What follows belongs to an exercise in optimizing a design on an open flow for a short achievable clock period and few clock cycles; a production flow would make more cautious choices.
Function was checked by simulation only, so behaviour that the tests miss may differ from the original.
Power figures rest on the tool's default switching activity, not on a simulated workload.

==> design/flow/design.v <==
package cpu_pkg;
    localparam int xlen   = 32;
    localparam int addr_w = 16;
    typedef logic [xlen-1:0]   word_t;
    typedef logic [addr_w-1:0] addr_t;
    typedef logic [4:0]        reg_idx_t;
    localparam logic [6:0] op_reg    = 7'b0110011;
    localparam logic [6:0] op_imm    = 7'b0010011;
    localparam logic [6:0] op_load   = 7'b0000011;
    localparam logic [6:0] op_store  = 7'b0100011;
    localparam logic [6:0] op_branch = 7'b1100011;
    localparam logic [6:0] op_lui    = 7'b0110111;
    localparam logic [6:0] op_auipc  = 7'b0010111;
    localparam logic [6:0] op_jal    = 7'b1101111;
    localparam logic [6:0] op_jalr   = 7'b1100111;
    typedef struct packed {
        addr_t addr;
        word_t wdata;
        logic  rd;
        logic  wr;
    } data_req_t;
endpackage
`timescale 1ns/1ns
import cpu_pkg::*;
module decoder (
    input  logic [31:0] instr,
    output logic        use1,       
    output logic        use2,       
    output logic        use_imm,    
    output logic        we,         
    output logic        is_load,
    output logic        is_store,
    output logic        is_beq,
    output logic        is_bne,
    output logic        is_jal,
    output logic        is_jalr,
    output logic        is_lui,
    output logic        is_auipc,
    output logic [7:0]  alu_sel,    
    output logic        alu_sub,    
    output logic        alu_sra,
    output logic [31:0] imm
);
    logic [6:0] opc;
    logic [2:0] f3;
    logic       alt;
    logic       is_op, is_opimm, is_br;
    assign opc = instr[6:0];
    assign f3  = instr[14:12];
    assign is_op    = opc == op_reg;
    assign is_opimm = opc == op_imm;
    assign is_load  = opc == op_load;
    assign is_store = opc == op_store;
    assign is_br    = opc == op_branch;
    assign is_lui   = opc == op_lui;
    assign is_auipc = opc == op_auipc;
    assign is_jal   = opc == op_jal;
    assign is_jalr  = opc == op_jalr;
    assign is_beq   = is_br && f3 == 3'b000;
    assign is_bne   = is_br && f3 == 3'b001;
    assign use1    = is_op | is_opimm | is_load | is_store | is_beq | is_bne | is_jalr;
    assign use2    = is_op | is_store | is_beq | is_bne;
    assign use_imm = is_opimm | is_load | is_store | is_jalr;
    assign we      = (is_op | is_opimm | is_load | is_lui | is_auipc | is_jal | is_jalr)
                     && instr[11:7] != 5'd0;
    assign alt = is_op ? instr[30] : (f3 == 3'b101 && instr[30]);
    always_comb begin
        alu_sel = 8'b0;
        alu_sub = 1'b0;
        alu_sra = 1'b0;
        if (is_op || is_opimm) begin
            case (f3)
                3'b000:  begin alu_sel[0] = 1'b1; alu_sub = alt; end
                3'b001:  alu_sel[6] = 1'b1;
                3'b010:  begin alu_sel[4] = 1'b1; alu_sub = 1'b1; end
                3'b011:  begin alu_sel[5] = 1'b1; alu_sub = 1'b1; end
                3'b100:  alu_sel[3] = 1'b1;
                3'b101:  begin alu_sel[7] = 1'b1; alu_sra = alt; end
                3'b110:  alu_sel[2] = 1'b1;
                default: alu_sel[1] = 1'b1;
            endcase
        end else begin
            alu_sel[0] = 1'b1;
        end
    end
    always_comb begin
        case (opc)
            op_store:
                imm = {{20{instr[31]}}, instr[31:25], instr[11:7]};
            op_branch:
                imm = {{20{instr[31]}}, instr[7], instr[30:25], instr[11:8], 1'b0};
            op_lui, op_auipc:
                imm = {instr[31:12], 12'b0};
            op_jal:
                imm = {{12{instr[31]}}, instr[19:12], instr[20], instr[30:21], 1'b0};
            default:
                imm = {{20{instr[31]}}, instr[31:20]};
        endcase
    end
endmodule
`timescale 1ns/1ns
import cpu_pkg::*;
module reg_read (
    input  logic [1023:0] regs,
    input  logic [4:0]    idx,
    output logic [31:0]   data
);
    always_comb begin
        data = 32'd0;
        for (integer i = 1; i < 32; i = i + 1) begin
            if (idx == i[4:0]) data = regs[i*32 +: 32];
        end
    end
endmodule
`timescale 1ns/1ns
import cpu_pkg::*;
module kadd #(
    parameter int W = 32,
    parameter int L = 5          
) (
    input  logic [W-1:0] a,
    input  logic [W-1:0] b,
    input  logic         cin,
    output logic [W-1:0] sum,
    output logic         cout
);
    logic [(L+1)*W-1:0] g;
    logic [(L+1)*W-1:0] p;
    logic [W:0]         c;
    assign g[W-1:0] = a & b;
    assign p[W-1:0] = a ^ b;
    genvar lv, i;
    generate
        for (lv = 0; lv < L; lv = lv + 1) begin : g_lv
            for (i = 0; i < W; i = i + 1) begin : g_bit
                if (i >= (1 << lv)) begin : g_op
                    assign g[(lv+1)*W+i] = g[lv*W+i] | (p[lv*W+i] & g[lv*W+i-(1<<lv)]);
                    assign p[(lv+1)*W+i] = p[lv*W+i] & p[lv*W+i-(1<<lv)];
                end else begin : g_pass
                    assign g[(lv+1)*W+i] = g[lv*W+i];
                    assign p[(lv+1)*W+i] = p[lv*W+i];
                end
            end
        end
        assign c[0] = cin;
        for (i = 0; i < W; i = i + 1) begin : g_c
            assign c[i+1] = g[L*W+i] | (p[L*W+i] & cin);
        end
    endgenerate
    assign sum  = p[W-1:0] ^ c[W-1:0];
    assign cout = c[W];
endmodule
module alu (
    input  logic [31:0] a,
    input  logic [31:0] b,
    input  logic        sub,
    input  logic        sra,
    input  logic [7:0]  sel,
    output logic [31:0] result
);
    logic [31:0] sum, sl, sr;
    logic        cout, lt, ltu;
    kadd #(.W(32)) u_add (
        .a    (a),
        .b    (b ^ {32{sub}}),
        .cin  (sub),
        .sum  (sum),
        .cout (cout)
    );
    assign ltu = !cout;
    assign lt  = (a[31] ^ b[31]) ? a[31] : sum[31];
    assign sl  = a << b[4:0];
    assign sr  = $signed({sra & a[31], a}) >>> b[4:0];
    assign result = ({32{sel[0]}} & sum)
                  | ({32{sel[1]}} & (a & b))
                  | ({32{sel[2]}} & (a | b))
                  | ({32{sel[3]}} & (a ^ b))
                  | ({32{sel[4]}} & {31'b0, lt})
                  | ({32{sel[5]}} & {31'b0, ltu})
                  | ({32{sel[6]}} & sl)
                  | ({32{sel[7]}} & sr);
endmodule
module mispredict (
    input  logic [31:0] a,
    input  logic [31:0] b,
    input  logic        jx,
    input  logic        bq,
    input  logic        bn,
    input  logic        pred,
    output logic        mis
);
    logic eq;
    assign eq  = a == b;
    assign mis = (jx || (bq && eq) || (bn && !eq)) != pred;
endmodule
module mispredict_port (
    input  logic [31:0] a,
    input  logic [31:0] b,
    input  logic        jx,
    input  logic        bq,
    input  logic        bn,
    input  logic        pred,
    output logic        mis
);
    logic eq;
    assign eq  = a == b;
    assign mis = (jx || (bq && eq) || (bn && !eq)) != pred;
endmodule
module btb_lookup #(
    parameter int N = 8,
    parameter int K = 3
) (
    input  logic [31:0]          pc,
    input  logic [N-1:0]         valid,
    input  logic [N*(30-K)-1:0]  tags,
    input  logic [N*32-1:0]      targets,
    output logic                 hit,
    output logic [31:0]          next
);
    logic [K-1:0] idx;
    assign idx  = pc[K+1:2];
    assign hit  = valid[idx] && tags[idx*(30-K) +: (30-K)] == pc[31:K+2];
    assign next = hit ? targets[idx*32 +: 32] : pc + 32'd4;
endmodule
`timescale 1ns/1ns
import cpu_pkg::*;
module cpu_top (
    input  logic               clk,
    input  logic               rst,
    input  logic               rdy,
    output logic               inst_fetch,
    output cpu_pkg::addr_t     inst_addr,
    input  cpu_pkg::word_t     instruction,
    output cpu_pkg::data_req_t data_req,
    input  cpu_pkg::word_t     read_data
);
    logic [31:0] f_pc;           
    logic        d_valid;        
    logic [31:0] d_pc;
    logic        d_pred;         
    logic        e_hold;         
    logic        e_w1, e_w2;     
    logic        e_useimm;
    logic [31:0] e_a, e_b, e_sd;
    logic [7:0]  e_ea;           
    logic        e_c8;           
    logic        e_eq;           
    logic [31:0] e_alt;          
    logic        e_altsel;
    logic [31:0] e_pc;
    logic        e_pred;
    logic        e_jx;           
    logic        e_bq, e_bn;     
    logic [31:0] e_tgt;          
    logic [31:0] e_corr;         
    logic [7:0]  e_sel;
    logic        e_sub, e_sra;
    logic        e_we, e_ld, e_st, e_beq, e_bne, e_jal, e_jalr;
    logic [4:0]  e_rd;
    logic        m_we, m_ld;
    logic [4:0]  m_rd;
    logic [31:0] m_res;
    logic        dc_use1, dc_use2, dc_useimm, dc_we, dc_ld, dc_st;
    logic        dc_beq, dc_bne, dc_jal, dc_jalr, dc_lui, dc_auipc;
    logic [7:0]  dc_sel;
    logic        dc_sub, dc_sra;
    logic [31:0] dc_imm;
    logic [4:0]  rs1, rs2, rd;
    logic [31:0] rf1, rf2;
    logic [31:0] fw1, fw2, opb;
    logic        wait1, wait2;
    logic [31:0] d_tgt, d_pc4;
    logic [7:0]  d_ea;
    logic        d_c8;
    logic        d_imm4;
    logic [31:0] fa1;            
    logic        e_fast;         
    logic [31:0] m_val;
    logic [31:0] e_res;
    assign rs1 = instruction[19:15];
    assign rs2 = instruction[24:20];
    assign rd  = instruction[11:7];
    decoder u_decoder (
        .instr    (instruction),
        .use1     (dc_use1),
        .use2     (dc_use2),
        .use_imm  (dc_useimm),
        .we       (dc_we),
        .is_load  (dc_ld),
        .is_store (dc_st),
        .is_beq   (dc_beq),
        .is_bne   (dc_bne),
        .is_jal   (dc_jal),
        .is_jalr  (dc_jalr),
        .is_lui   (dc_lui),
        .is_auipc (dc_auipc),
        .alu_sel  (dc_sel),
        .alu_sub  (dc_sub),
        .alu_sra  (dc_sra),
        .imm      (dc_imm)
    );
    assign m_val = m_ld ? read_data : m_res;
    logic [1023:0] rf;
    always_ff @(posedge clk) begin
        if (!rst) begin
            rf <= '0;
        end else if (rdy && m_we) begin
            for (integer i = 1; i < 32; i = i + 1) begin
                if (m_rd == i[4:0]) rf[i*32 +: 32] <= m_val;
            end
        end
    end
    reg_read u_rd1 (.regs (rf), .idx (rs1), .data (rf1));
    reg_read u_rd2 (.regs (rf), .idx (rs2), .data (rf2));
    always_comb begin
        if (rs1 == 5'd0)                 fw1 = 32'd0;
        else if (e_we && e_rd == rs1)    fw1 = e_res;
        else if (m_we && m_rd == rs1)    fw1 = m_val;
        else                             fw1 = rf1;
        if (rs2 == 5'd0)                 fw2 = 32'd0;
        else if (e_we && e_rd == rs2)    fw2 = e_res;
        else if (m_we && m_rd == rs2)    fw2 = m_val;
        else                             fw2 = rf2;
    end
    always_comb begin
        if (rs1 == 5'd0)                 fa1 = 32'd0;
        else if (e_we && e_rd == rs1)    fa1 = e_alt;
        else if (m_we && m_rd == rs1)    fa1 = m_val;
        else                             fa1 = rf1;
    end
    assign e_fast = e_altsel;
    assign wait1 = dc_use1 && e_we && e_rd == rs1
                   && (e_ld || (!e_fast && (dc_ld || dc_st || dc_jalr)));
    assign wait2 = dc_use2 && e_we && e_ld && e_rd == rs2;
    assign opb = dc_useimm ? dc_imm : fw2;
    assign {d_c8, d_ea} = {1'b0, fa1[7:0]} + {1'b0, dc_imm[7:0]};
    logic [31:0] tgt_b, tgt_j, tgt_u;
    assign tgt_b = d_pc + {{20{instruction[31]}}, instruction[7], instruction[30:25],
                           instruction[11:8], 1'b0};
    assign tgt_j = d_pc + {{12{instruction[31]}}, instruction[19:12], instruction[20],
                           instruction[30:21], 1'b0};
    assign tgt_u = d_pc + {instruction[31:12], 12'b0};
    assign d_tgt = dc_jal ? tgt_j : (dc_auipc ? tgt_u : tgt_b);
    assign d_pc4 = d_pc + 32'd4;
    assign d_imm4 = dc_imm == 32'd4;
    logic [31:0] alu_res;
    logic [31:8] ea_hi;          
    logic [31:0] jalr_pc, fetch_pc, corr_pc;
    logic        taken, mis, redirect;
    alu u_alu (
        .a      (e_a),
        .b      (e_b),
        .sub    (e_sub),
        .sra    (e_sra),
        .sel    (e_sel),
        .result (alu_res)
    );
    assign e_res = alu_res | ({32{e_altsel}} & e_alt);
    assign taken    = e_jx || (e_bq && e_eq) || (e_bn && !e_eq);
    assign mis      = taken != e_pred;
    assign redirect = !e_hold && mis;
    logic [32:8] ea_hi_x;
    assign ea_hi_x  = {e_a[31:8], 1'b1} + {e_b[31:8], e_c8};
    assign ea_hi    = ea_hi_x[32:9];
    assign jalr_pc  = {ea_hi, e_ea[7:1], 1'b0};
    assign corr_pc  = e_jalr ? jalr_pc : e_corr;
    assign fetch_pc = mis ? corr_pc : f_pc;
    localparam int btb_n = 8;
    localparam int btb_k = 3;
    logic [btb_n-1:0]            btb_v;
    logic [btb_n*(30-btb_k)-1:0] btb_tag;
    logic [btb_n*32-1:0]         btb_tgt;
    logic [btb_k-1:0]            e_idx, w_idx;
    logic                        w_en;
    logic [31:btb_k+2]           w_tag;
    logic [31:0]                 w_tgt;
    logic                        hit_f, hit_c, btb_hit;
    logic [31:0]                 next_f, next_c, pred_pc;
    btb_lookup #(.N(btb_n), .K(btb_k)) u_btb_f (
        .pc (f_pc), .valid (btb_v), .tags (btb_tag), .targets (btb_tgt),
        .hit (hit_f), .next (next_f)
    );
    btb_lookup #(.N(btb_n), .K(btb_k)) u_btb_c (
        .pc (corr_pc), .valid (btb_v), .tags (btb_tag), .targets (btb_tgt),
        .hit (hit_c), .next (next_c)
    );
    assign btb_hit = mis ? hit_c : hit_f;
    assign pred_pc = mis ? next_c : next_f;
    assign e_idx = e_pc[btb_k+1:2];
    always_ff @(posedge clk) begin
        if (!rst) begin
            w_en <= 1'b0;
        end else if (rdy) begin
            w_en <= !e_hold && mis && !e_pred && !e_jalr;
        end
    end
    always_ff @(posedge clk) begin
        if (rdy) begin
            w_idx <= e_idx;
            w_tag <= e_pc[31:btb_k+2];
            w_tgt <= e_tgt;
        end
    end
    always_ff @(posedge clk) begin
        if (!rst) begin
            btb_v <= '0;
        end else if (rdy && w_en) begin
            btb_v[w_idx]                          <= 1'b1;
            btb_tag[w_idx*(30-btb_k) +: 30-btb_k] <= w_tag;
            btb_tgt[w_idx*32 +: 32]               <= w_tgt;
        end
    end
    assign inst_fetch = rdy && rst && !e_hold;
    assign inst_addr  = mis ? corr_pc[15:0] : f_pc[15:0];
    always_comb begin
        data_req.addr  = {ea_hi[15:8], e_ea};
        data_req.wdata = e_sd;
        data_req.rd    = rdy && rst && e_ld && !e_hold;
        data_req.wr    = rdy && rst && e_st && !e_hold;
    end
    logic [31:0] h_a, h_b;
    logic [7:0]  h_ea;
    logic        h_c8;
    assign h_a = e_w1 ? m_val : e_a;
    assign h_b = (e_w2 && !e_useimm) ? read_data : e_b;
    assign {h_c8, h_ea} = {1'b0, h_a[7:0]} + {1'b0, e_b[7:0]};
    always_ff @(posedge clk) begin
        if (!rst) begin
            f_pc    <= 32'd0;
            d_valid <= 1'b0;
            d_pc    <= 32'd0;
            d_pred  <= 1'b0;
            e_hold  <= 1'b0;
            e_w1    <= 1'b0;
            e_w2    <= 1'b0;
            e_we    <= 1'b0;
            e_ld    <= 1'b0;
            e_st    <= 1'b0;
            e_beq   <= 1'b0;
            e_bne   <= 1'b0;
            e_jal   <= 1'b0;
            e_jalr  <= 1'b0;
            e_pred  <= 1'b0;
            e_jx    <= 1'b0;
            e_bq    <= 1'b0;
            e_bn    <= 1'b0;
            m_we    <= 1'b0;
            m_ld    <= 1'b0;
        end else if (rdy) begin
            if (e_hold) begin
                e_a     <= h_a;
                e_b     <= h_b;
                e_ea    <= h_ea;
                e_c8    <= h_c8;
                e_eq    <= h_a == h_b;
                if (e_w2) e_sd <= read_data;
                e_hold  <= 1'b0;
                e_w1    <= 1'b0;
                e_w2    <= 1'b0;
                m_we    <= 1'b0;
                m_ld    <= 1'b0;
            end else begin
                f_pc    <= pred_pc;
                d_valid <= 1'b1;
                d_pc    <= fetch_pc;
                d_pred  <= btb_hit;
                if (d_valid && !redirect) begin
                    e_hold  <= wait1 || wait2;
                    e_w1    <= wait1;
                    e_w2    <= wait2;
                    e_we    <= dc_we;
                    e_ld    <= dc_ld;
                    e_st    <= dc_st;
                    e_beq   <= dc_beq;
                    e_bne   <= dc_bne;
                    e_jal   <= dc_jal;
                    e_jalr  <= dc_jalr;
                    e_pred  <= d_pred;
                    e_jx    <= dc_jalr || (dc_jal && !d_imm4);
                    e_bq    <= dc_beq && !d_imm4;
                    e_bn    <= dc_bne && !d_imm4;
                end else begin
                    e_hold  <= 1'b0;
                    e_w1    <= 1'b0;
                    e_w2    <= 1'b0;
                    e_we    <= 1'b0;
                    e_ld    <= 1'b0;
                    e_st    <= 1'b0;
                    e_beq   <= 1'b0;
                    e_bne   <= 1'b0;
                    e_jal   <= 1'b0;
                    e_jalr  <= 1'b0;
                    e_pred  <= 1'b0;
                    e_jx    <= 1'b0;
                    e_bq    <= 1'b0;
                    e_bn    <= 1'b0;
                end
                e_useimm <= dc_useimm;
                e_a      <= fw1;
                e_b      <= opb;
                e_sd     <= fw2;
                e_ea     <= d_ea;
                e_c8     <= d_c8;
                e_eq     <= fw1 == fw2;
                e_sel    <= (dc_lui | dc_auipc | dc_jal | dc_jalr) ? 8'd0 : dc_sel;
                e_sub    <= dc_sub;
                e_sra    <= dc_sra;
                e_altsel <= dc_lui | dc_auipc | dc_jal | dc_jalr;
                e_alt    <= dc_lui ? dc_imm : (dc_auipc ? d_tgt : d_pc4);
                e_tgt    <= d_tgt;
                e_corr   <= d_pred ? d_pc4 : d_tgt;
                e_pc     <= d_pc;
                e_rd     <= rd;
                m_we  <= e_we;
                m_ld  <= e_ld;
                m_rd  <= e_rd;
                m_res <= e_res;
            end
        end
    end
endmodule
==> design/flow/run.sh <==
#!/bin/bash
# synth_recipe.tcl (not shown) runs the flow's synth.tcl, then flattens the netlist and writes it again
# the make line also repeats each setting of config.mk as NAME=value (left out here)
make -C /OpenROAD-flow-scripts/flow DESIGN_CONFIG=/design/flow/config.mk WORK_HOME=/design/flow/orfs CLKGATE_MAP_FILE= SYNTH_SCRIPT=/design/flow/synth_recipe.tcl finish
==> design/flow/config.mk <==
export PLATFORM = sky130hd
export DESIGN_NAME = cpu_top
export DESIGN_NICKNAME = cpu_top
export VERILOG_FILES = /design/flow/design.v
export SDC_FILE = /design/flow/constraint.sdc
export NUM_CORES = 4
export LEC_CHECK = 0
export ABC_CLOCK_PERIOD_IN_PS = 100
export CAP_MARGIN = 20
export CORE_MARGIN = 2
export CORE_UTILIZATION = 40
export SETUP_SLACK_MARGIN = 5
export SLEW_MARGIN = 20
==> design/flow/constraint.sdc <==
create_clock -name core_clock -period 10.0 [get_ports {clk}]
set_input_delay 2.0000 -clock core_clock [delete_from_list [all_inputs] [get_ports {clk}]]
set_output_delay 2.0000 -clock core_clock [all_outputs]
set_load 0.01 [all_outputs]
==> results of run 1 <==
## stage by stage
stage / cell area, um^2 / TNS [ps] / setup WS [ps] / utilization, %
after floorplan: 116000 / -83260 / -176 / -
after global placement: 122000 / 0 / 1470 / 42.3
after detailed placement: 122000 / 0 / 1770 / 42.4
after CTS: 135000 / 0 / 4590 / 47.1
after global routing: 137000 / 0 / 4340 / 47.7
final: 137000 / 0 / 4150 / 47.8
## placed cells by master, fill, tap and decap left out, types with 43 or more instances in the layout
cell type,n
mux2_2,95
nand4_1,98
edfxtp_1,819
a311oi_1,57
a221oi_1,68
nand2_1,2287
dfxtp_1,1072
xor2_1,137
nor4_1,43
o211ai_1,97
o22ai_1,73
diode_2,58
nor2_1,554
a221o_1,44
clkbuf_16,235
nor2b_1,98
inv_1,157
or3_1,44
nand3_1,334
a31oi_1,92
o211a_1,1005
buf_4,673
a211oi_1,110
xnor2_1,152
mux4_2,179
a21oi_1,490
a21o_1,69
mux2i_1,192
nor2_4,69
buf_6,60
ha_1,155
a22oi_1,392
buf_12,61
and3_1,189
nor3_1,121
o21ai_0,561
nand2b_1,85
a22o_1,356
clkdlybuf4s50_1,83
## final timing paths
kind | from | end | cells after the start
worst max register to register | e_b[4] | e_eq | 13
worst min-delay path | e_tgt[21] | w_tgt[21] | 0
worst max-delay path | instruction[15] | e_eq | 16
worst min register to register | e_tgt[21] | w_tgt[21] | 0
## routing by layer
| layer | vias to the layer above | part of all wire, % | global-route usage [%] |
|---|---|---|---|
| met4 | 28 | 12 | 47.7 |
| met1 | 60700 | 35 | 58.6 |
| met2 | 10500 | 42 | 73.3 |
| met5 | - | 0.038 | 0.247 |
| li1 | 48000 | - | - |
| met3 | 3144 | 12 | 14.9 |
## layout make-up
cell class	instances	area, um^2
multi-input combinational	9431	67800
antenna	58	145
clock buffer	301	6320
inverter	182	741
clock inverter	118	1650
sequential	1899	46200
timing repair buffer	979	9810
fill	27000	150000
tap	3781	4730
## report_power, final
group | internal, W | switching (W) | leakage [nW]
clock | 0.00525 | 0.00383 | 3.88
combinational | 0.00107 | 0.00234 | 41.6
sequential | 0.00819 | 0.000150 | 16.2
## worst max-delay path, stage by stage
cell and delay, ps:
buf_16 210, and2_2 380, buf_8 420, nand2_1 410, o21bai_1 290, a32oi_2 350, o31ai_1 370, buf_4 290
a21oi_1 140, o211ai_1 410, o211ai_1 150, o211ai_1 250, nand2b_1 160, nand3_1 120, or4_1 490, o21ai_1 140
## timing repair
item | CTS | global route
gates cloned | 26 | 10
resized for setup | 698 | 216
pin swaps | 127 | 129
setup endpoints to repair | 335 | 124
buffers inserted | 251 | 85
## state kept, by name, summed over array words and instances, names as in the netlist, 27 cells and up
register and count:
rf 992, btb_tgt 256, btb_tag 216, d_pc 32, e_a 32, e_alt 32
e_b 32, e_sd 32, f_pc 32, m_res 32, w_tgt 32, e_corr 31
e_pc 31, e_tgt 31, w_tag 27
## cells by family (layout without fill, tap and decap cells)
logic type	after synthesis	after routing	share of synthesized area, %
multiplexers	521	521	6.64
other	0	58	0
adder cells (fa/ha/maj)	183	183	2.02
AO/OA/AOI/OAI	4127	4129	27.6
flip-flops	1899	1899	40.0
AND/OR/NAND/NOR	4294	4297	16.6
buffers and inverters	1436	1580	4.91
XOR/XNOR	301	301	2.28
==> results.txt, run 1 <==
- Io pins: about 130
- Cell taking the most area after synthesis: edfxtp_1
- Reg2Reg Setup Slack: about 4500 ps
- Total detailed-routing wirelength: between 700000 and 800000 um
- Starting Density: 40.1%
- Max cap viols: 0
- Max clock buf depth: 4
- ANT nets after route: 0
- Synthesis Warnings: 3
- Required time worst endpoint: ~11000 ps
- Worst-Margin Slew: between 1000 and 1500 ps
- Post-Layout Cell Count: 16700
- Worst-Skew Late Latency: 990 ps
- Fmax: between 0.15 and 0.2 GHz
- Avg Cell Area, Syn: approximately 9 um^2
- Via density: ~7.3
- Final period util: between 50% and 60%
- Critical Path Start Type: input port
- RSZ-0062 raised after global routing: yes
- EDFF count, synth: just over 800
- VDD IR max: between 0.2 and 0.25 mV
- Via count: approximately 120k
- Hold-fix buffers, CTS: 0
- Mapped Cells: around 13000
- CP Class: input port to flop
- Clock sinks: around 1900
- Drt pass-1 iters: 11
- Syn Nets: approximately 13000
- Die area: roughly 290000 um^2
- WP data arrival: between 6000 and 7000 ps
- Cell variety after synth: 104
- Most common cell in the synthesized netlist: nand2_1
- Setup violators final: 0
- Die Height: 541 um
- Yosys top cell area share: approximately a fifth
- Sequential area share after synthesis: between 40% and 50%
- Total CTS buffers: roughly 220
- Status: complete, no violations
- Reg clk slew, reported paths: ~60 ps
- Root Buffer: clkbuf_16
- 1st-iter DRT viols: approximately 20000
- P&R area growth vs syn: 19.1%
- Hold Slack: a little over 400 ps
- DRC: 0
- Pleak: 61.7 nW
- First-pass GRT wire length: 1010000 um
- H-tree Lvls: 4
- Placed cell count: between 15000 and 20000
- Final worst clock skew: roughly 63 ps
- Synthesis-stage register bit count: 1899
- Pwr Total: approximately 0.021 W
- Chip width: ~540 um
- Gr usage total: between 50% and 60%
- Global placement routability congestion: around 1.1
- Endpoints failing hold: 0
- TritonCTS clock tree: built
- Min Tclk post-route: 5850 ps
- Initial antenna violation count: 89
- Area contributors post-synth: edfxtp_1 (21%), dfxtp_1 (19%), o211a_1 (8.7%)
- Post-synth ARST share: 0%
- PD cells: 151 nW/um^2
- Synth Flop Type: dfxtp_1
- Share of cells above drive strength 1: between 10% and 20%
- CP Max Fanout: 27
- Slew margin rel.: around a fifth
- Netlist Area Pre-Place: about 120000 um^2
- Layout Nets: around 13000
- Number of global-route vias before repair: around 110k
- Endpoint class of the critical path: flop
- DP Wirelength: around 530000 um
- I/O Buffers: between 100 and 150
- Routed WL per cell: roughly 46 um
- Core area: 288000 um^2
- Most frequent cells after synthesis: nand2_1 (2326), dfxtp_1 (1080), clkbuf_1 (1008)
- Final Max Slew Viols: 0
- Hold Path Class: flop to flop
- # rows: ~200
- Grt ovf: 0
- Largest net degree at the start of global routing: 226
Testbench counts, summed over its fixed seeds: cycles 59,741.
==> run 2, diff against run 1 <==
--- a/design/flow/design.v
+++ b/design/flow/design.v
@@ -105,12 +105,9 @@
     input  logic [4:0]    idx,
     output logic [31:0]   data
 );
-    always_comb begin
-        data = 32'd0;
-        for (integer i = 1; i < 32; i = i + 1) begin
-            if (idx == i[4:0]) data = regs[i*32 +: 32];
-        end
-    end
+    logic [1023:0] z;
+    assign z    = {regs[1023:32], 32'd0};
+    assign data = z[idx*32 +: 32];
 endmodule
 `timescale 1ns/1ns
 import cpu_pkg::*;
@@ -244,6 +241,7 @@
     logic [31:0] e_a, e_b, e_sd;
     logic [7:0]  e_ea;           
     logic        e_c8;           
+    logic [8:0]  e_hi0, e_hi1;   
     logic        e_eq;           
     logic [31:0] e_alt;          
     logic        e_altsel;
@@ -272,6 +270,8 @@
     logic [31:0] d_tgt, d_pc4;
     logic [7:0]  d_ea;
     logic        d_c8;
+    logic [8:0]  d_hi0, d_hi1;
+    logic        d_eq;
     logic        d_imm4;
     logic [31:0] fa1;            
     logic        e_fast;         
@@ -334,6 +334,27 @@
     assign wait2 = dc_use2 && e_we && e_ld && e_rd == rs2;
     assign opb = dc_useimm ? dc_imm : fw2;
     assign {d_c8, d_ea} = {1'b0, fa1[7:0]} + {1'b0, dc_imm[7:0]};
+    assign d_hi0 = {1'b0, fa1[15:8]} + {1'b0, dc_imm[15:8]};
+    logic [9:0] d_hi1_x;
+    assign d_hi1_x = {1'b0, fa1[15:8], 1'b1} + {1'b0, dc_imm[15:8], 1'b1};
+    assign d_hi1   = d_hi1_x[9:1];
+    logic s1e, s1m, s2e, s2m;
+    logic eq_rr, eq_1e, eq_1m, eq_e2, eq_m2, eq_em;
+    assign s1e = rs1 != 5'd0 && e_we && e_rd == rs1;
+    assign s1m = rs1 != 5'd0 && !s1e && m_we && m_rd == rs1;
+    assign s2e = rs2 != 5'd0 && e_we && e_rd == rs2;
+    assign s2m = rs2 != 5'd0 && !s2e && m_we && m_rd == rs2;
+    assign eq_rr = rf1 == rf2;
+    assign eq_1e = rf1 == e_res;
+    assign eq_1m = rf1 == m_val;
+    assign eq_e2 = e_res == rf2;
+    assign eq_m2 = m_val == rf2;
+    assign eq_em = e_res == m_val;
+    always_comb begin
+        if (s1e)      d_eq = s2e ? 1'b1 : (s2m ? eq_em : eq_e2);
+        else if (s1m) d_eq = s2e ? eq_em : (s2m ? 1'b1 : eq_m2);
+        else          d_eq = s2e ? eq_1e : (s2m ? eq_1m : eq_rr);
+    end
     logic [31:0] tgt_b, tgt_j, tgt_u;
     assign tgt_b = d_pc + {{20{instruction[31]}}, instruction[7], instruction[30:25],
                            instruction[11:8], 1'b0};
@@ -344,7 +365,9 @@
     assign d_pc4 = d_pc + 32'd4;
     assign d_imm4 = dc_imm == 32'd4;
     logic [31:0] alu_res;
-    logic [31:8] ea_hi;          
+    logic [7:0]  ea_mid;         
+    logic        c16;
+    logic [31:16] ea_hi;         
     logic [31:0] jalr_pc, fetch_pc, corr_pc;
     logic        taken, mis, redirect;
     alu u_alu (
@@ -359,10 +382,12 @@
     assign taken    = e_jx || (e_bq && e_eq) || (e_bn && !e_eq);
     assign mis      = taken != e_pred;
     assign redirect = !e_hold && mis;
-    logic [32:8] ea_hi_x;
-    assign ea_hi_x  = {e_a[31:8], 1'b1} + {e_b[31:8], e_c8};
-    assign ea_hi    = ea_hi_x[32:9];
-    assign jalr_pc  = {ea_hi, e_ea[7:1], 1'b0};
+    assign ea_mid   = e_c8 ? e_hi1[7:0] : e_hi0[7:0];
+    assign c16      = e_c8 ? e_hi1[8] : e_hi0[8];
+    logic [32:16] ea_hi_x;
+    assign ea_hi_x  = {e_a[31:16], 1'b1} + {e_b[31:16], c16};
+    assign ea_hi    = ea_hi_x[32:17];
+    assign jalr_pc  = {ea_hi, ea_mid, e_ea[7:1], 1'b0};
     assign corr_pc  = e_jalr ? jalr_pc : e_corr;
     assign fetch_pc = mis ? corr_pc : f_pc;
     localparam int btb_n = 8;
@@ -413,7 +438,7 @@
     assign inst_fetch = rdy && rst && !e_hold;
     assign inst_addr  = mis ? corr_pc[15:0] : f_pc[15:0];
     always_comb begin
-        data_req.addr  = {ea_hi[15:8], e_ea};
+        data_req.addr  = {ea_mid, e_ea};
         data_req.wdata = e_sd;
         data_req.rd    = rdy && rst && e_ld && !e_hold;
         data_req.wr    = rdy && rst && e_st && !e_hold;
@@ -421,9 +446,14 @@
     logic [31:0] h_a, h_b;
     logic [7:0]  h_ea;
     logic        h_c8;
+    logic [8:0]  h_hi0, h_hi1;
     assign h_a = e_w1 ? m_val : e_a;
     assign h_b = (e_w2 && !e_useimm) ? read_data : e_b;
     assign {h_c8, h_ea} = {1'b0, h_a[7:0]} + {1'b0, e_b[7:0]};
+    assign h_hi0 = {1'b0, h_a[15:8]} + {1'b0, e_b[15:8]};
+    logic [9:0] h_hi1_x;
+    assign h_hi1_x = {1'b0, h_a[15:8], 1'b1} + {1'b0, e_b[15:8], 1'b1};
+    assign h_hi1   = h_hi1_x[9:1];
     always_ff @(posedge clk) begin
         if (!rst) begin
             f_pc    <= 32'd0;
@@ -452,6 +482,8 @@
                 e_b     <= h_b;
                 e_ea    <= h_ea;
                 e_c8    <= h_c8;
+                e_hi0   <= h_hi0;
+                e_hi1   <= h_hi1;
                 e_eq    <= h_a == h_b;
                 if (e_w2) e_sd <= read_data;
                 e_hold  <= 1'b0;
@@ -501,7 +533,9 @@
                 e_sd     <= fw2;
                 e_ea     <= d_ea;
                 e_c8     <= d_c8;
-                e_eq     <= fw1 == fw2;
+                e_hi0    <= d_hi0;
+                e_hi1    <= d_hi1;
+                e_eq     <= d_eq;
                 e_sel    <= (dc_lui | dc_auipc | dc_jal | dc_jalr) ? 8'd0 : dc_sel;
                 e_sub    <= dc_sub;
                 e_sra    <= dc_sra;
==> run 2 against run 1 <==
Effect of this change:
- clock-buffer cell count is 11 higher
- synthesized area up 1.5%
- maximum frequency is 10% higher
- setup slack improved by 540 ps
- sequential cell count is 18 higher
- critical endpoint unchanged
- register-to-register slack better by 230 ps
- hold slack improved by 5.6 ps
- critical path depth is 1 lower
- clock power is 8.3% lower
- utilization down 1.3 points
==> results.txt, run 2 <==
- Status: complete, no violations (unchanged)
- Placed cell count: 15300 (was 15900)
- Slowest CP cell: nand2b_1 (was or4_1)
- Synth Area in Adders: 2.32% (was 2.02%)
- WP depth: 15 (was 16)
- Avg Cell Area, Syn: 9.69 um^2 (was 9.05 um^2)
- Via count: 109000 (was 122000)
- Hold Slack: 416 ps (was 411 ps)
- Critical Path Start Type: input port (unchanged)
- First-pass GRT wire length: 785000 um (was 1010000 um)
- Endpoint class of the critical path: flop (unchanged)
- ANT nets after route: 0 (unchanged)
- Crit-path cells: clkbuf_4 -> buf_16 -> nand2b_1 -> o21ai_0 -> nor3_4 -> buf_4 -> a21oi_1 -> o21ai_1 -> xnor2_1 -> nand4_1 -> nor4_2 -> nand4_1 -> nor3_4 -> a21oi_2 -> nor4_2 (was buf_16 -> and2_2 -> buf_8 -> nand2_1 -> o21bai_1 -> a32oi_2 -> o31ai_1 -> buf_4 -> a21oi_1 -> o211ai_1 -> o211ai_1 -> o211ai_1 -> nand2b_1 -> nand3_1 -> or4_1 -> o21ai_1)
- I/O Buffers: 133 (unchanged)
- Layout Nets: 12100 (was 13000)
- Max cap viols: 0 (unchanged)
- DRC: 0 (unchanged)
- Synthesis-stage register bit count: 1917 (was 1899)
- Yosys top cell area share: 21.5% (was 21.3%)
- Area contributors post-synth: edfxtp_1 (21%), dfxtp_1 (18%), mux4_2 (11%) (was edfxtp_1 (21%), dfxtp_1 (19%), o211a_1 (8.7%))
- Post-synth ARST share: 0% (unchanged)
- Required time worst endpoint: 10760 ps (was 10840 ps)
- Largest net degree at the start of global routing: 242 (was 226)
- Die Height: 545 um (was 541 um)
- TritonCTS clock tree: built (unchanged)
- EDFF count, synth: 837 (was 819)
- Worst-Skew Late Latency: 950 ps (was 990 ps)
- Crit path buffers/inverters: 3 (unchanged)
- Post-synthesis compound-gate area fraction: 20.3% (was 27.6%)
- R2r worst-path depth: 15 (was 13)
- Most common cell after layout, fill and taps aside: nor2_1 (was nand2_1)
- Number of global-route vias before repair: 101000 (was 111000)
- Fmax: 0.188 GHz (was 0.171 GHz)
- Largest family of logic cells by synthesized area: compound AO/OA/AOI/OAI gates (unchanged)
- Sequential area share after synthesis: 39.9% (was 40.0%)
- Final period util: 53.1% (was 58.5%)
- CP Max Fanout: 25 (was 27)
- Total detailed-routing wirelength: 572000 um (was 767000 um)
- DP Wirelength: 369000 um (was 527000 um)
- Share of cells above drive strength 1: 18.4% (was 17.2%)
- Most common cell in the synthesized netlist: nor2_1 (was nand2_1)
- Hold Path Class: flop to flop (unchanged)
- Worst-Margin Slew: 1270 ps (was 1200 ps)
- Slowest stage delay, CP: 680 ps (was 490 ps)
- Starting Density: 40.3% (was 40.1%)
- Fill cells: 26800 (was 27000)
- Total CTS buffers: 219 (was 224)
- Synth Flop Type: dfxtp_1 (unchanged)
- Gr usage total: 36.3% (was 50.2%)
- Endpoints failing hold: 0 (unchanged)
- Max reg flops: 992 (unchanged)
- H-tree Lvls: 4 (unchanged)
- Drt pass-1 iters: 10 (was 11)
- Core area: 291000 um^2 (was 288000 um^2)
- Post-Layout Cell Count: 15900 (was 16700)
- WP data arrival: 6070 ps (was 6690 ps)
- Synth Area in XOR/XNOR: 2.77% (was 2.28%)
- VDD IR max: 0.146 mV (was 0.208 mV)
- 1st-iter DRT viols: 17300 (was 20300)
- Most frequent cells after synthesis: nor2_1 (1491), nand2_1 (1180), a211oi_1 (1116) (was nand2_1 (2326), dfxtp_1 (1080), clkbuf_1 (1008))
- Routed WL per cell: 35.9 um (was 45.8 um)
- Multiplexer area fraction after synthesis: 16.2% (was 6.64%)
- Cell taking the most area after synthesis: edfxtp_1 (unchanged)
- Global placement routability congestion: 1.08 (was 1.07)
- Most frequent cells in the layout: nor2_1 (1434), nand2_1 (1163), a211oi_1 (1096) (was nand2_1 (2287), dfxtp_1 (1072), o211a_1 (1005))
- Mapped Cells: 12100 (was 12800)
- Netlist Area Pre-Place: 117000 um^2 (was 115000 um^2)
- Max clock buf depth: 4 (unchanged)
- # rows: 198 (was 197)
- Final Max Slew Viols: 0 (unchanged)
- Synthesis Warnings: 2 (was 3)
- Largest registers: rf: 992 flops, btb_tgt: 256 flops, btb_tag: 216 flops (unchanged)
- Initial antenna violation count: 21 (was 89)
- Synth Area in Simple Gates: 13.4% (was 16.6%)
- Reg with most FFs: rf (unchanged)
- Hold-fix buffers, CTS: 0 (unchanged)
- Root Buffer: clkbuf_16 (unchanged)
- CP Class: input port to flop (unchanged)
- Setup violators final: 0 (unchanged)
- Pleak: 46.9 nW (was 61.7 nW)
- Die area: 297000 um^2 (was 293000 um^2)
- PD cells: 150 nW/um^2 (was 151 nW/um^2)
- Pwr Total: 0.0203 W (was 0.0208 W)
- Slew margin rel.: 15.1% (was 19.1%)
- Final worst clock skew: 67.9 ps (was 62.8 ps)
- Syn Nets: 12400 (was 13000)
- Cell variety after synth: 106 (was 104)
- RSZ-0062 raised after global routing: yes (unchanged)
- Reg clk slew, reported paths: 60 ps (about the same)
- CP top delay family: simple AND/OR/NAND/NOR gates (was compound AO/OA/AOI/OAI gates)
- Chip width: 545 um (was 541 um)
- Clock sinks: 1917 (was 1899)
- WHS Path Cells: 0 (unchanged)
- Min Tclk post-route: 5310 ps (was 5850 ps)
- P&R area growth vs syn: 15.4% (was 19.1%)
- Via density: 6.85 (was 7.31)
- Io pins: 134 (unchanged)
- Grt ovf: 0 (unchanged)
run 2: per-stage QoR:
stage                     worst slack (ps)  setup TNS, ps  area, um^2  util [%]
final                                 4690              0      135000      46.5
after global placement                2190              0      122000      42.0
after floorplan                       -338        -159770      117000         -
after global routing                  4730              0      135000      46.4
after detailed placement              2270              0      122000      42.0
after CTS                             4720              0      133000      45.7
run 2: per-layer routing:
metal	track usage [%]	share of wire, %
met1	46.2	36
met3	9.76	13
met5	0.256	0.041
met4	26.3	8.6
met2	53.0	42
run 2: what timing repair did:
action	4_1_cts	5_1_grt
resized for setup	497	263
buffers inserted	93	81
gates cloned	38	18
pin swaps	46	71
setup endpoints to repair	294	180
run 2: final cells by class:
cell class | count | area, um^2 | area share [%]
antenna | 14 | 35.0 | 0.0259
inverter | 207 | 840 | 0.621
tap | 3900 | 4880 | 3.61
sequential | 1917 | 46800 | 34.6
timing repair inverter | 3 | 48.8 | 0.0361
clock buffer | 312 | 6270 | 4.64
clock inverter | 94 | 905 | 0.669
timing repair buffer | 740 | 8270 | 6.12
multi-input combinational | 8757 | 67200 | 49.7
run 2: cell families after synthesis:
logic type | after synthesis
buf+inv | 1419
flops | 1917
xor+xnor | 371
compound gates | 3392
simple gates | 3616
mux | 1162
fa+ha+maj | 211
run 2: report_power, final:
group | total [W] | internal, W | switching (W)
sequential | 0.00843 | 0.00828 | 0.000152
clock | 0.00833 | 0.00472 | 0.00360
combinational | 0.00350 | 0.00116 | 0.00234
total | 0.0203 | 0.0142 | 0.00609
run 2: final timing paths:
kind	from	to	slack [ps]
worst max register to register	e_a[23]	e_eq	4700
worst min-delay path	e_pc[12]	w_tag[12]	420
worst max-delay path	instruction[24]	e_eq	4690
worst min register to register	e_pc[12]	w_tag[12]	420
Testbench counts of run 2, summed over its fixed seeds: cycles 59,741.
==> run 3, diff against run 2 <==
--- a/design/flow/design.v
+++ b/design/flow/design.v
@@ -346,10 +346,10 @@
     assign s2m = rs2 != 5'd0 && !s2e && m_we && m_rd == rs2;
     assign eq_rr = rf1 == rf2;
     assign eq_1e = rf1 == e_res;
-    assign eq_1m = rf1 == m_val;
+    assign eq_1m = m_ld ? rf1 == read_data : rf1 == m_res;
     assign eq_e2 = e_res == rf2;
-    assign eq_m2 = m_val == rf2;
-    assign eq_em = e_res == m_val;
+    assign eq_m2 = m_ld ? read_data == rf2 : m_res == rf2;
+    assign eq_em = m_ld ? e_res == read_data : e_res == m_res;
     always_comb begin
         if (s1e)      d_eq = s2e ? 1'b1 : (s2m ? eq_em : eq_e2);
         else if (s1m) d_eq = s2e ? eq_em : (s2m ? 1'b1 : eq_m2);
@@ -390,8 +390,8 @@
     assign jalr_pc  = {ea_hi, ea_mid, e_ea[7:1], 1'b0};
     assign corr_pc  = e_jalr ? jalr_pc : e_corr;
     assign fetch_pc = mis ? corr_pc : f_pc;
-    localparam int btb_n = 8;
-    localparam int btb_k = 3;
+    localparam int btb_n = 16;
+    localparam int btb_k = 4;
     logic [btb_n-1:0]            btb_v;
     logic [btb_n*(30-btb_k)-1:0] btb_tag;
     logic [btb_n*32-1:0]         btb_tgt;
==> run 3 against run 2 <==
Effect of this change:
- combinational power grew 75%
- final cell count increased by 24%
- sequential cell count up 464
- clock-buffer cell count increased by 67
- maximum frequency rose by 3.7%
- largest cell class unchanged
- via count up 25%
- die area increased by 29%
- critical path depth decreased by 3
==> results.txt, run 3 <==
- I/O Buffers: 133 (unchanged)
- Reg clk slew, reported paths: 60 ps (about the same)
- Comb pwr share: 22.3% (was 17.3%)
- Setup violators final: 0 (unchanged)
- Most common cell in the synthesized netlist: nand2_1 (was nor2_1)
- Mapped Cells: 14700 (was 12100)
- Largest family of logic cells by synthesized area: multiplexers (was compound AO/OA/AOI/OAI gates)
- Core area: 376000 um^2 (was 291000 um^2)
- Avg Cell Area, Syn: 10.2 um^2 (was 9.69 um^2)
- Placed cell count: 18900 (was 15300)
- CP startpoint: instruction[5] (was instruction[24])
- Cell taking the most area after synthesis: edfxtp_1 (unchanged)
- Yosys top cell area share: 25.7% (was 21.5%)
- Synth Flop Type: edfxtp_1 (was dfxtp_1)
- Pwr Total: 0.0276 W (was 0.0203 W)
- Sw power: 0.00902 W (was 0.00609 W)
- Via density: 6.90 (was 6.85)
- H-tree Lvls: 5 (was 4)
- Slew margin rel.: 9.90% (was 15.1%)
- Most frequent cells after synthesis: nand2_1 (2634), edfxtp_1 (1293), dfxtp_1 (1088) (was nor2_1 (1491), nand2_1 (1180), a211oi_1 (1116))
- First-pass GRT wire length: 1000000 um (was 785000 um)
- Final setup TNS: 0 ps (unchanged)
- Netlist Area Pre-Place: 151000 um^2 (was 117000 um^2)
- Design Area, Final: 176000 um^2 (was 135000 um^2)
- Root Buffer: clkbuf_16 (unchanged)
- ANT nets after route: 0 (unchanged)
- Required time worst endpoint: 10720 ps (was 10760 ps)
- Hold-fix buffers, CTS: 0 (unchanged)
- Routed WL per cell: 36.8 um (was 35.9 um)
- WP data arrival: 5830 ps (was 6070 ps)
- Reg with most FFs: rf (unchanged)
- Io pins: 134 (unchanged)
- CP dominant cell by count: nor2_1
- Synth Area in Simple Gates: 12.8% (was 13.4%)
- RSZ-0062 raised after global routing: yes (unchanged)
- Drt pass-1 iters: 7 (was 10)
- Post-Layout Cell Count: 19800 (was 15900)
- Slowest stage delay, CP: 780 ps (was 680 ps)
- Post-synth ARST share: 0% (unchanged)
- Cell variety after synth: 97 (was 106)
- Synth Area in XOR/XNOR: 2.21% (was 2.77%)
- Die area: 382000 um^2 (was 297000 um^2)
- Gr usage total: 36.7% (was 36.3%)
- Most common cell after layout, fill and taps aside: nand2_1 (was nor2_1)
- Most frequent cells in the layout: nand2_1 (2601), edfxtp_1 (1293), dfxtp_1 (1079) (was nor2_1 (1434), nand2_1 (1163), a211oi_1 (1096))
- Syn Nets: 15000 (was 12400)
- Endpoint class of the critical path: flop (unchanged)
- WHS Path Cells: 0 (unchanged)
- CP top delay family: simple AND/OR/NAND/NOR gates (unchanged)
- Die Height: 618 um (was 545 um)
- Post-synthesis compound-gate area fraction: 18.9% (was 20.3%)
- CP Max Fanout: 17 (was 25)
- Slowest CP cell: nand2_1 (was nand2b_1)
- Endpoints failing hold: 0 (unchanged)
- Fill cells: 34700 (was 26800)
- Synthesis-stage register bit count: 2381 (was 1917)
- PD cells: 157 nW/um^2 (was 150 nW/um^2)
- Layout Nets: 14900 (was 12100)
- Clock power share: 39.3% (was 41.1%)
- DP Wirelength: 478000 um (was 369000 um)
- Pleak: 73.4 nW (was 46.9 nW)
- Sw Share: 32.7% (was 30.1%)
- # rows: 225 (was 198)
- Synthesis Warnings: 2 (unchanged)
- Final Max Slew Viols: 0 (unchanged)
- Placed Area: 158000 um^2 (was 122000 um^2)
- Final worst clock skew: 46.6 ps (was 67.9 ps)
- Number of global-route vias before repair: 125000 (was 101000)
- Largest net degree at the start of global routing: 170 (was 242)
- Crit-path cells: dlygate4sd2_1 -> clkinvlp_4 -> nor2_1 -> nand4_1 -> nor2_1 -> a21oi_2 -> inv_2 -> nand3_1 -> nand2_1 -> buf_4 -> a21oi_1 -> a21o_1 (was clkbuf_4 -> buf_16 -> nand2b_1 -> o21ai_0 -> nor3_4 -> buf_4 -> a21oi_1 -> o21ai_1 -> xnor2_1 -> nand4_1 -> nor4_2 -> nand4_1 -> nor3_4 -> a21oi_2 -> nor4_2)
- CP Class: input port to flop (unchanged)
- Max clock buf depth: 4 (unchanged)
- Chip width: 618 um (was 545 um)
- Worst-Margin Slew: 1350 ps (was 1270 ps)
- Initial antenna violation count: 41 (was 21)
- VDD IR max: 0.143 mV (was 0.146 mV)
- DRC: 0 (unchanged)
- Fmax: 0.195 GHz (was 0.188 GHz)
- 1st-iter DRT viols: 22000 (was 17300)
- Synth Area in Adders: 1.87% (was 2.32%)
- Max reg flops: 992 (unchanged)
- Area contributors post-synth: edfxtp_1 (26%), dfxtp_1 (14%), mux4_2 (12%) (was edfxtp_1 (21%), dfxtp_1 (18%), mux4_2 (11%))
- Flop pwr share: 38.4% (was 41.6%)
- WP depth: 12 (was 15)
- Multiplexer area fraction after synthesis: 19.7% (was 16.2%)
- Clock sinks: 2381 (was 1917)
- Global placement routability congestion: 1.09 (was 1.08)
- Worst-Skew Late Latency: 970 ps (was 950 ps)
- Reg2reg start: e_ea[5] (was e_a[23])
- P&R area growth vs syn: 16.4% (was 15.4%)
- Max cap viols: 0 (unchanged)
- Sequential area share after synthesis: 40.2% (was 39.9%)
- Critical Path Start Type: input port (unchanged)
- EDFF count, synth: 1293 (was 837)
- Int Pwr: 0.0185 W (was 0.0142 W)
- Via count: 137000 (was 109000)
- Status: complete, no violations (unchanged)
- Share of cells above drive strength 1: 22.8% (was 18.4%)
- Final period util: 51.2% (was 53.1%)
- Starting Density: 40.2% (was 40.3%)
- Grt ovf: 0 (unchanged)
- R2r worst-path depth: 14 (was 15)
- Crit path buffers/inverters: 4 (was 3)
- Largest registers: rf: 992 flops, btb_tgt: 512 flops, btb_tag: 416 flops (was rf: 992 flops, btb_tgt: 256 flops, btb_tag: 216 flops)
- Min Tclk post-route: 5120 ps (was 5310 ps)
- Total detailed-routing wirelength: 730000 um (was 572000 um)
- Min-delay src: e_tgt[2] (was e_pc[12])
- Total CTS buffers: 280 (was 219)
- TritonCTS clock tree: built (unchanged)
- Hold Path Class: flop to flop (unchanged)
run 3: cell count changes after synthesis, moves of 129 or more:
cell	previous run	this run
o21ai_0	461	651
a211oi_1	1116	121
edfxtp_1	837	1293
nor2_1	1491	638
a22o_1	338	188
nand2_1	1180	2634
mux2_2	193	647
clkbuf_1	929	1078
mux4_2	557	798
o211a_1	11	1007
nand3_1	249	378
run 3: repair_timing:
| action | CTS | global route |
|---|---|---|
| buffers inserted | 178 | 140 |
| pin swaps | 72 | 88 |
| endpoints found under the setup margin | 616 | 475 |
| gates cloned | 43 | 13 |
| resized for setup | 697 | 308 |
run 3: area by class of cell:
type                       count  area [um^2]  share of cell area (%)
clock inverter               124         1510                   0.857
multi-input combinational  10800        88000                    50.1
sequential                  2381        60600                    34.5
inverter                     217          882                   0.502
timing repair buffer         967        10400                    5.95
tap                         4994         6250                    3.56
clock buffer                 379         7900                    4.49
antenna                       30         75.1                  0.0427
run 3: kinds of logic (layout without fill, tap and decap cells):
logic type	after synthesis	after routing
buffers and inverters	1622	1687
other	0	30
adders and majority gates	219	219
DFF	2381	2381
and+or+nand+nor	4470	4478
AOI/OAI and AO/OA	3785	3785
muxes	1890	1890
xor gates and xnor gates	381	381
run 3: worst register-to-register path, delay by kind of cell (launching register included):
family                    cells  cell delay (ps)
AOI/OAI and AO/OA             5             1840
buffers and inverters         4             1130
DFF                           1              870
and+or+nand+nor               3              570
muxes                         1              400
xor gates and xnor gates      1              240
run 3: per-layer routing:
metal	vias up	wire (um)	GRT usage, %
met5	-	450	0
met4	26	74300	29.9
met3	2796	86100	9.69
met2	10200	309000	54.2
met1	68000	260000	45.1
li1	55900	-	-
run 3: power groups by stage:
| stage | logic [W] | clock network [W] | registers, W |
|---|---|---|---|
| floorplan | 0.00281 | 0 | 0.0107 |
| CTS | 0.00556 | 0.0109 | 0.0106 |
| detailed placement | 0.00506 | 0 | 0.0108 |
| global placement | 0.00507 | 0 | 0.0108 |
| global route | 0.00615 | 0.0112 | 0.0106 |
| finish | 0.00614 | 0.0108 | 0.0106 |
run 3: stage by stage:
stage | hold slack (ps) | utilization (%) | setup WS (ps)
6_report | 415 | 46.8 | 4880
5_1_grt | 398 | 46.8 | 4840
4_1_cts | 385 | 46.0 | 4890
3_5_place_dp | 405 | 42.1 | 2380
3_3_place_gp | 401 | 42.0 | 2380
2_1_floorplan | 400 | - | 612
run 3: final timing paths:
kind                   end  slack (ps)
setup / recovery   e_b[25]        4880
hold / removal    w_tgt[2]         410
setup reg to reg   f_pc[1]        4910
hold reg to reg   w_tgt[2]         410
Testbench counts of run 3, summed over its fixed seeds: cycles 59,629.
==> run 4, diff against run 3 <==
--- a/design/flow/design.v
+++ b/design/flow/design.v
@@ -304,7 +304,7 @@
     always_ff @(posedge clk) begin
         if (!rst) begin
             rf <= '0;
-        end else if (rdy && m_we) begin
+        end else if (m_we) begin
             for (integer i = 1; i < 32; i = i + 1) begin
                 if (m_rd == i[4:0]) rf[i*32 +: 32] <= m_val;
             end
@@ -429,7 +429,7 @@
     always_ff @(posedge clk) begin
         if (!rst) begin
             btb_v <= '0;
-        end else if (rdy && w_en) begin
+        end else if (w_en) begin
             btb_v[w_idx]                          <= 1'b1;
             btb_tag[w_idx*(30-btb_k) +: 30-btb_k] <= w_tag;
             btb_tgt[w_idx*32 +: 32]               <= w_tgt;
==> run 4 against run 3 <==
Effect of this change:
- sequential cell count stayed put
- die area down 2.2%
- via count fell by 2.1%
- synthesized area shrank 2.2%
- critical path depth grew 1
- total power decreased by 0.60%
- first-iteration DRC count down 2.3%
- largest cell class unchanged
==> results.txt, run 4 <==
- Reg2Reg Setup Slack: 4940 ps (was 4910 ps)
- TritonCTS clock tree: built (unchanged)
- Final period util: 51.3% (was 51.2%)
- Crit path buffers/inverters: 4 (unchanged)
- Footprint of the multi-input gates: 84400 um^2 (was 88000 um^2)
- Setup violators final: 0 (unchanged)
- Min-delay src: e_pc[29] (was e_tgt[2])
- Reg clk slew, reported paths: 60 ps (about the same)
- Final Max Slew Viols: 0 (unchanged)
- Core area: 368000 um^2 (was 376000 um^2)
- 1st-iter DRT viols: 21500 (was 22000)
- Clock sinks: 2381 (unchanged)
- P&R area growth vs syn: 16.7% (was 16.4%)
- WP data arrival: 5800 ps (was 5830 ps)
- Pleak: 59.2 nW (was 73.4 nW)
- Share of cells above drive strength 1: 23.3% (was 22.8%)
- R2r worst-path depth: 14 (unchanged)
- Post-synth ARST share: 0% (unchanged)
- First-pass GRT wire length: 984000 um (was 1000000 um)
- Layout Nets: 14800 (was 14900)
- Via density: 6.84 (was 6.90)
- Cell variety after synth: 111 (was 97)
- DP Wirelength: 473000 um (was 478000 um)
- Hold Path Class: flop to flop (unchanged)
- Slowest stage delay, CP: 690 ps (was 780 ps)
- Max clock buf depth: 4 (unchanged)
- Global placement routability congestion: 1.04 (was 1.09)
- Chip width: 611 um (was 618 um)
- Number of global-route vias before repair: 121000 (was 125000)
- Die Height: 611 um (was 618 um)
- Syn Nets: 14900 (was 15000)
- Synthesis Warnings: 2 (unchanged)
- CP dominant cell by count: buf_16 (was nor2_1)
- H-tree Lvls: 5 (unchanged)
- Final worst clock skew: 85.1 ps (was 46.6 ps)
- Most frequent cells after synthesis: nor2_1 (1691), nand2_1 (1672), edfxtp_1 (1293) (was nand2_1 (2634), edfxtp_1 (1293), dfxtp_1 (1088))
- Endpoints failing hold: 0 (unchanged)
- I/O Buffers: 133 (unchanged)
- Cell taking the most area after synthesis: edfxtp_1 (unchanged)
- Most frequent cells in the layout: nand2_1 (1638), nor2_1 (1600), edfxtp_1 (1293) (was nand2_1 (2601), edfxtp_1 (1293), dfxtp_1 (1079))
- Worst hold endpoint: w_tag[29] (was w_tgt[2])
- Required time worst endpoint: 10670 ps (was 10720 ps)
- Largest net degree at the start of global routing: 190 (was 170)
- Endpoint class of the critical path: flop (unchanged)
- Crit-path cells: buf_16 -> buf_16 -> buf_12 -> buf_16 -> mux4_2 -> mux4_2 -> mux2i_1 -> mux2i_1 -> o21ai_1 -> nor2_1 -> ha_1 -> xor2_1 -> o21ai_0 (was dlygate4sd2_1 -> clkinvlp_4 -> nor2_1 -> nand4_1 -> nor2_1 -> a21oi_2 -> inv_2 -> nand3_1 -> nand2_1 -> buf_4 -> a21oi_1 -> a21o_1)
- Total CTS buffers: 281 (was 280)
- # rows: 223 (was 225)
- Mapped Cells: 14600 (was 14700)
- Slowest CP cell: mux2i_1 (was nand2_1)
- CP startpoint: instruction[16] (was instruction[5])
- Area contributors post-synth: edfxtp_1 (26%), dfxtp_1 (15%), mux4_2 (12%) (was edfxtp_1 (26%), dfxtp_1 (14%), mux4_2 (12%))
- Grt ovf: 0 (unchanged)
- Total detailed-routing wirelength: 723000 um (was 730000 um)
- Avg Cell Area, Syn: 10.1 um^2 (was 10.2 um^2)
- ANT nets after route: 0 (unchanged)
- Min Tclk post-route: 5130 ps (was 5120 ps)
- Root Buffer: clkbuf_16 (unchanged)
- Netlist Area Pre-Place: 148000 um^2 (was 151000 um^2)
- Via count: 134000 (was 137000)
- Reg2reg start: e_jalr (was e_ea[5])
- Placed cell count: 18700 (was 18900)
- Max cap viols: 0 (unchanged)
- Hold-fix buffers, CTS: 0 (unchanged)
- Most common cell after layout, fill and taps aside: nand2_1 (unchanged)
- CP Max Fanout: 63 (was 17)
- FF-to-FF End: f_pc[3] (was f_pc[1])
- Synthesis-stage register bit count: 2381 (unchanged)
- Fill cells: 34300 (was 34700)
- Routed WL per cell: 36.9 um (was 36.8 um)
- Die area: 374000 um^2 (was 382000 um^2)
- Io pins: 134 (unchanged)
- Most common cell in the synthesized netlist: nor2_1 (was nand2_1)
- Starting Density: 40.1% (was 40.2%)
- CP Class: input port to flop (unchanged)
- Slew margin rel.: 17.5% (was 9.90%)
- Worst-Skew Late Latency: 1000 ps (was 970 ps)
- Gr usage total: 36.9% (was 36.7%)
- Worst-Margin Slew: 1230 ps (was 1350 ps)
- DRC: 0 (unchanged)
- WP depth: 13 (was 12)
- Largest registers: rf: 992 flops, btb_tgt: 512 flops, btb_tag: 416 flops (unchanged)
- Yosys top cell area share: 26.3% (was 25.7%)
- Drt pass-1 iters: 7 (unchanged)
- RSZ-0062 raised after global routing: yes (unchanged)
- Critical Path Start Type: input port (unchanged)
- VDD IR max: 0.138 mV (was 0.143 mV)
- Status: complete, no violations (unchanged)
- PD cells: 159 nW/um^2 (was 157 nW/um^2)
- Sequential area share after synthesis: 41.1% (was 40.2%)
- EDFF count, synth: 1293 (unchanged)
- Post-Layout Cell Count: 19600 (was 19800)
- Final setup TNS: 0 ps (unchanged)
- Initial antenna violation count: 39 (was 41)
- Fmax: 0.195 GHz (about the same)
- Reg with most FFs: rf (unchanged)
- Synth Flop Type: edfxtp_1 (unchanged)
- Register area: 60600 um^2 (unchanged)
- Max reg flops: 992 (unchanged)
- WHS Path Cells: 0 (unchanged)
- CP top delay family: multiplexers (was simple AND/OR/NAND/NOR gates)
run 4: kinds of logic after synthesis:
| logic type | after synthesis | share of synthesized area, % |
|---|---|---|
| and+or+nand+nor | 4397 | 12.7 |
| AOI/OAI and AO/OA | 3691 | 16.9 |
| DFF | 2381 | 41.1 |
| muxes | 1918 | 20.6 |
| buffers and inverters | 1552 | 4.46 |
| xor gates and xnor gates | 406 | 2.41 |
| adders and majority gates | 219 | 1.91 |
run 4: worst register-to-register path: cells and delay by family, from the launching register on:
kind,cells,cell delay (ps)
and+or+nand+nor,3,630
DFF,1,470
AOI/OAI and AO/OA,4,1590
xor gates and xnor gates,1,110
buffers and inverters,3,840
muxes,3,1220
run 4: where the power goes:
part | leakage (nW) | internal [W] | switching (W)
Sequential | 20.7 | 0.0104 | 0.000190
Combinational | 33.9 | 0.00179 | 0.00412
Clock | 4.64 | 0.00625 | 0.00461
Total | 59.2 | 0.0185 | 0.00892
run 4: what timing repair did:
| action | in CTS | in global routing |
|---|---|---|
| endpoints found under the hold margin | 0 | 0 |
| gates cloned | 41 | 25 |
| setup buffers | 148 | 180 |
| setup endpoints to repair | 600 | 466 |
| resized for setup | 647 | 282 |
| pin swaps | 68 | 100 |
run 4: cell type report:
| class | count | share of cell area (%) |
|---|---|---|
| timing repair buffer | 1016 | 6.30 |
| tap | 4837 | 3.51 |
| multi-input combinational | 10600 | 49.0 |
| sequential | 2381 | 35.2 |
| inverter | 194 | 0.460 |
| clock inverter | 129 | 0.803 |
| antenna | 28 | 0.0407 |
| clock buffer | 387 | 4.69 |
| timing repair inverter | 3 | 0.0283 |
run 4: worst max path at each step:
stage	endpoint	slack [ps]
after floorplan	btb_tag[0]	1020
after global placement	e_hi1[7]	2610
after detailed placement	e_hi0[8]	2640
after CTS	e_hi0[7]	4950
after global routing	e_corr[31]	4940
final	e_ea[7]	4870
run 4: per-layer routing:
| metal | track usage (%) | vias to the layer above | wire length [um] |
|---|---|---|---|
| met5 | 0 | - | 110 |
| met4 | 25.4 | 16 | 61500 |
| met1 | 48.4 | 66500 | 270000 |
| met3 | 9.33 | 2304 | 89800 |
| met2 | 53.3 | 10100 | 302000 |
| li1 | - | 55200 | - |
run 4: stage by stage:
step           cell area (um^2)  power, W  setup WS (ps)  util [%]  hold WS (ps)
6_report                 172000    0.0274           4870      46.8           397
5_1_grt                  172000    0.0277           4940      46.8           406
4_1_cts                  169000    0.0269           4950      45.9           398
3_5_place_dp             154000    0.0159           2640      42.0           405
3_3_place_gp             154000    0.0159           2610      42.0           401
2_1_floorplan            148000    0.0134           1020         -           400
Testbench counts of run 4, summed over its fixed seeds: cycles 59,629.

## afterwards: timing with drivers on the ports
The results above use ideal ports. As a check the final layouts listed here were re-extracted and re-timed, cells and wires unchanged. Step 1 assumes that a clkbuf_16 drives the clock port and a buf_2 every other input. Step 2 also shifts input and output timing later by t, the mid clock arrival at the registers, as if the neighbouring blocks saw the same clock. Slacks: ideal ports / drivers / drivers and shift; pairs: ideal ports / drivers.
| run | t, ns | setup WS [ns] | hold WS [ns] | slew at the worst register clock pin (ns) | worst data-port slew with drivers (ns) |
|---|---|---|---|---|---|
| run 1 | 1.078 | 4.154 / 3.975 / 2.897 | 0.411 / 0.411 / 0.411 | 0.08 / 0.08 | 0.38 |
| run 2 | 1.012 | 4.690 / 4.450 / 3.438 | 0.416 / 0.416 / 0.416 | 0.08 / 0.08 | 0.64 |
| run 3 | 1.066 | 4.881 / 4.650 / 3.584 | 0.415 / 0.415 / 0.415 | 0.07 / 0.07 | 0.58 |
| run 4 | 1.061 | 4.869 / 4.548 / 3.487 | 0.397 / 0.397 / 0.397 | 0.08 / 0.08 | 0.53 |
After both steps every run listed still meets setup and hold. For run 4, which loses most, drivers alone change the setup slack by -0.321 ns; drivers and shift together by -1.382 ns.
